This is an optimization exercise on Yosys and OpenROAD, whose aim is small area and a short achievable clock period, not a production implementation.
RTL that was checked went through simulation tests only; none was proved equivalent to the original.
No activity file was given, so power comes from the tool's default toggle rates.

==> flow/design.v <==
package mask_alu_pkg;
  localparam int VLEN         = 128;
  localparam int VL_WIDTH     = 8;
  localparam int VSTART_WIDTH = 7;
  localparam int TAG_WIDTH    = 4;
  localparam logic [2:0] FUNCT3_OPMVV = 3'b010;
  localparam logic [5:0] FUNCT6_VMANDN = 6'b011000;
  localparam logic [5:0] FUNCT6_VMAND  = 6'b011001;
  localparam logic [5:0] FUNCT6_VMOR   = 6'b011010;
  localparam logic [5:0] FUNCT6_VMXOR  = 6'b011011;
  localparam logic [5:0] FUNCT6_VMORN  = 6'b011100;
  localparam logic [5:0] FUNCT6_VMNAND = 6'b011101;
  localparam logic [5:0] FUNCT6_VMNOR  = 6'b011110;
  localparam logic [5:0] FUNCT6_VMXNOR = 6'b011111;
  localparam logic [5:0] FUNCT6_VWXUNARY0 = 6'b010000;
  localparam logic [5:0] FUNCT6_VMUNARY0  = 6'b010100;
  localparam logic [4:0] VS1_VFIRST = 5'b10001;
  localparam logic [4:0] VS1_VMSBF  = 5'b00001;
  localparam logic [4:0] VS1_VMSOF  = 5'b00010;
  localparam logic [4:0] VS1_VMSIF  = 5'b00011;
  typedef logic [VLEN-1:0]         vreg_t;
  typedef logic [VL_WIDTH-1:0]     vl_t;
  typedef logic [VSTART_WIDTH-1:0] vstart_t;
  typedef logic [TAG_WIDTH-1:0]    tag_t;
  typedef enum logic [3:0] {
    OP_NONE,
    OP_ANDN,
    OP_AND,
    OP_OR,
    OP_XOR,
    OP_ORN,
    OP_NAND,
    OP_NOR,
    OP_XNOR,
    OP_MSBF,
    OP_MSIF,
    OP_MSOF,
    OP_FIRST
  } mask_op_e;
endpackage
module mask_alu_top (
  input  logic          clk,
  input  logic          reset,
  input  logic          uop_valid,
  input  logic [2:0]    funct3,
  input  logic [5:0]    funct6,
  input  logic [4:0]    vs1_op,
  input  logic          vm,
  input  logic [7:0]    vl,
  input  logic [6:0]    vstart,
  input  logic [3:0]    tag,
  input  logic [127:0]  vs1_data,
  input  logic          vs1_valid,
  input  logic [127:0]  vs2_data,
  input  logic          vs2_valid,
  input  logic [127:0]  v0_data,
  input  logic          v0_valid,
  input  logic [127:0]  vd_data,
  input  logic          vd_valid,
  output logic          result_valid,
  output logic [3:0]    result_tag,
  output logic [127:0]  result_data
);
  logic f3_ok, is_logic, is_unary, is_first, accept;
  assign f3_ok    = (funct3 == 3'b010);
  assign is_logic = f3_ok & (funct6[5:3] == 3'b011);
  assign is_unary = f3_ok & (funct6 == 6'b010100) & (vs1_op[4:2] == 3'b000) & (vs1_op[1:0] != 2'b00);
  assign is_first = f3_ok & (funct6 == 6'b010000) & (vs1_op == 5'b10001);
  assign accept   = uop_valid & (
      (is_logic & vs1_valid & vs2_valid & vd_valid & vm) |
      (is_unary & ~vs1_valid & vs2_valid & (vm | (vd_valid & v0_valid))) |
      (is_first & ~vs1_valid & vs2_valid & (vm | v0_valid)));
  logic sel_l, sel_u, sel_f;
  assign sel_l = funct6[3];
  assign sel_u = ~funct6[3] & funct6[2];
  assign sel_f = ~funct6[3] & ~funct6[2];
  logic [3:0] tt;
  always_comb begin
    case (funct6[2:0])
      3'b000:  tt = 4'b0100;  
      3'b001:  tt = 4'b1000;  
      3'b010:  tt = 4'b1110;  
      3'b011:  tt = 4'b0110;  
      3'b100:  tt = 4'b1101;  
      3'b101:  tt = 4'b0111;  
      3'b110:  tt = 4'b0001;  
      default: tt = 4'b1001;  
    endcase
  end
  logic [127:0] s;
  assign s = vs2_data & ({128{vm}} | v0_data);
  logic [31:0] g1;
  logic [7:0]  g2;
  logic [7:0]  sp;
  logic [31:0] gp;
  logic [127:0] p;
  always_comb begin
    for (int m = 0; m < 32; m++) g1[m] = |s[4*m +: 4];
    for (int n = 0; n < 8; n++)  g2[n] = |g1[4*n +: 4];
    for (int n = 0; n < 8; n++) begin
      sp[n] = 1'b0;
      for (int j = 0; j < n; j++) sp[n] = sp[n] | g2[j];
    end
    for (int m = 0; m < 32; m++) begin
      gp[m] = sp[m/4];
      for (int j = 4*(m/4); j < m; j++) gp[m] = gp[m] | g1[j];
    end
    for (int k = 0; k < 128; k++) begin
      p[k] = gp[k/4];
      for (int j = 4*(k/4); j < k; j++) p[k] = p[k] | s[j];
    end
  end
  logic [31:0] gfirst;
  logic [6:0]  idx;
  always_comb begin
    gfirst = g1 & ~gp;
    idx = '0;
    for (int m = 0; m < 32; m++) begin
      idx[6:2] = idx[6:2] | ({5{gfirst[m]}} & 5'(m));
      idx[1]   = idx[1] | (gfirst[m] & ~s[4*m] & ~s[4*m+1]);
      idx[0]   = idx[0] | (gfirst[m] & ~s[4*m] & (s[4*m+1] | ~s[4*m+2]));
    end
  end
  logic [7:0]   thr_in;
  logic [127:0] thr;
  logic [15:0]  hi_gt, hi_eq, lo_gt;
  assign thr_in = sel_l ? {1'b0, vstart} : vl;
  always_comb begin
    for (int h = 0; h < 16; h++) begin
      hi_gt[h] = (thr_in[7:4] > 4'(h));
      hi_eq[h] = (thr_in[7:4] == 4'(h));
      lo_gt[h] = (thr_in[3:0] > 4'(h));
    end
    for (int k = 0; k < 128; k++)
      thr[k] = hi_gt[k/16] | (hi_eq[k/16] & lo_gt[k%16]);
  end
  logic [7:0] blk_any, blk_part;
  logic found;
  always_comb begin
    for (int h = 0; h < 8; h++) begin
      blk_any[h]  = |s[16*h +: 16];
      blk_part[h] = |(s[16*h +: 16] & lo_gt);
    end
    found = |((hi_gt[7:0] & blk_any) | (hi_eq[7:0] & blk_part)) | (thr_in[7] & |blk_any);
  end
  logic       gu;
  logic [3:0] gt;
  assign gu = sel_u & ~vm;
  always_comb begin
    if (sel_l)      gt = tt;
    else if (sel_u) gt = {1'b0, vs1_op[1], 1'b0, vs1_op[0]};   
    else            gt = {4{~found}};
  end
  logic [127:0] merged;
  always_comb begin
    for (int k = 0; k < 128; k++) begin
      logic x, y;
      logic [3:0] g;
      x = (sel_l & thr[k]) | (gu & ~v0_data[k]);
      y = sel_l ? vs1_data[k] : p[k];
      g = gt;
      if (k < 7 && sel_f) g = {4{idx[k] | ~found}};
      merged[k] = x ? vd_data[k] : g[{vs2_data[k], y}];
    end
  end
  always_ff @(posedge clk) begin
    if (reset) result_valid <= 1'b0;
    else       result_valid <= accept;
  end
  always_ff @(posedge clk) begin
    result_tag  <= tag;
    result_data <= merged;
  end
endmodule
export LEC_CHECK = 0
export CAP_MARGIN = 20
export CORE_AREA = 5 5 235 235
export DIE_AREA = 0 0 240 240
export SETUP_SLACK_MARGIN = 5
export SLEW_MARGIN = 20
create_clock -name core_clock -period 8.0 [get_ports {clk}]
standard.sh (not shown) runs the stock make flow with config.mk's settings and CLKGATE_MAP_FILE= SYNTH_SCRIPT=/design/flow/synth_recipe.tcl, a recipe that flattens the netlist after the stock synthesis.
==> flow/flow/run.sh <==
#!/bin/bash
# Standard ORFS layout (the standard.sh), with plain buf_1 cells as the port
# buffers and cell resizing not restricted to the same footprint.
set -euo pipefail
export BUFFER_PORTS_ARGS="-buffer_cell sky130_fd_sc_hd__buf_1"
sed 's/CLKGATE_MAP_FILE= /CLKGATE_MAP_FILE= MATCH_CELL_FOOTPRINT=0 /' standard.sh > standard_mod.sh
grep -q 'MATCH_CELL_FOOTPRINT=0' standard_mod.sh
bash standard_mod.sh > standard_flow.log 2>&1
==> next run, changes <==
--- a/flow/design.v
+++ b/flow/design.v
@@ -121,27 +121,32 @@
       idx[0]   = idx[0] | (gfirst[m] & ~s[4*m] & (s[4*m+1] | ~s[4*m+2]));
     end
   end
-  logic [7:0]   thr_in;
   logic [127:0] thr;
-  logic [15:0]  hi_gt, hi_eq, lo_gt;
-  assign thr_in = sel_l ? {1'b0, vstart} : vl;
-  always_comb begin
-    for (int h = 0; h < 16; h++) begin
-      hi_gt[h] = (thr_in[7:4] > 4'(h));
-      hi_eq[h] = (thr_in[7:4] == 4'(h));
-      lo_gt[h] = (thr_in[3:0] > 4'(h));
-    end
-    for (int k = 0; k < 128; k++)
-      thr[k] = hi_gt[k/16] | (hi_eq[k/16] & lo_gt[k%16]);
-  end
-  logic [7:0] blk_any, blk_part;
-  logic found;
+  logic [7:0]   st_gt, st_eq;
+  logic [15:0]  st_lo;
   always_comb begin
     for (int h = 0; h < 8; h++) begin
+      st_gt[h] = (vstart[6:4] > 3'(h));
+      st_eq[h] = (vstart[6:4] == 3'(h));
+    end
+    for (int l = 0; l < 16; l++) st_lo[l] = (vstart[3:0] > 4'(l));
+    for (int k = 0; k < 128; k++)
+      thr[k] = st_gt[k/16] | (st_eq[k/16] & st_lo[k%16]);
+  end
+  logic [7:0]  vl_gt, vl_eq, blk_any, blk_part;
+  logic [15:0] vl_lo;
+  logic        found;
+  always_comb begin
+    for (int h = 0; h < 8; h++) begin
+      vl_gt[h] = vl[7] | (vl[6:4] > 3'(h));
+      vl_eq[h] = ~vl[7] & (vl[6:4] == 3'(h));
+    end
+    for (int l = 0; l < 16; l++) vl_lo[l] = (vl[3:0] > 4'(l));
+    for (int h = 0; h < 8; h++) begin
       blk_any[h]  = |s[16*h +: 16];
-      blk_part[h] = |(s[16*h +: 16] & lo_gt);
+      blk_part[h] = |(s[16*h +: 16] & vl_lo);
     end
-    found = |((hi_gt[7:0] & blk_any) | (hi_eq[7:0] & blk_part)) | (thr_in[7] & |blk_any);
+    found = |((vl_gt & blk_any) | (vl_eq & blk_part));
   end
   logic       gu;
   logic [3:0] gt;
@@ -154,13 +159,15 @@
   logic [127:0] merged;
   always_comb begin
     for (int k = 0; k < 128; k++) begin
-      logic x, y;
+      logic x, y, z, r0;
       logic [3:0] g;
-      x = (sel_l & thr[k]) | (gu & ~v0_data[k]);
-      y = sel_l ? vs1_data[k] : p[k];
-      g = gt;
+      x  = (sel_l & thr[k]) | (gu & ~v0_data[k]);
+      y  = sel_l & vs1_data[k];
+      z  = sel_u & (vm | v0_data[k]);
+      g  = gt;
       if (k < 7 && sel_f) g = {4{idx[k] | ~found}};
-      merged[k] = x ? vd_data[k] : g[{vs2_data[k], y}];
+      r0 = x ? vd_data[k] : g[{vs2_data[k], y}];
+      merged[k] = r0 & ~(p[k] & z);
     end
   end
   always_ff @(posedge clk) begin
After rerunning: The changed run produced a clean layout; final area rises by a little under a tenth; clock-buffer cell count grows by 1; critical path depth stays the same; combinational power is higher by roughly a tenth; via count is higher by about a fifth; routed wire length goes up by about a fifth.
The RTL of the second run of this note was laid out without a check of its function.

static timing again, ports no longer ideal:
The results above use ideal ports. As a check the final layouts listed here were re-extracted and re-timed, cells and wires unchanged. Step 1: set_driving_cell puts a clkbuf_16 on clk and a buf_2 on each other input, an assumption about the parent block. Step 2 adds t to the input delays and takes it off the output delays; t is the mean of the earliest and latest rising clock arrival at the registers after step 1. Input paths then give back, and output paths get back, about the clock's delay inside the block. Three values: ideal, step 1, step 2; two values: the first two.
run | t, ns | slack for setup (ns) | hold slack, ns | latest minus earliest clock arrival (ns)
the first run | 0.561 | 3.857 / 3.697 / 3.135 | 1.191 / 1.154 / 1.715 | 0.020 / 0.019
the second run | 0.581 | 3.129 / 3.013 / 2.431 | 1.173 / 1.137 / 1.718 | 0.026 / 0.025
After both steps every run listed still meets setup and hold. For the first run, which loses most, drivers alone change the setup slack by -0.160 ns; drivers and shift together by -0.722 ns.
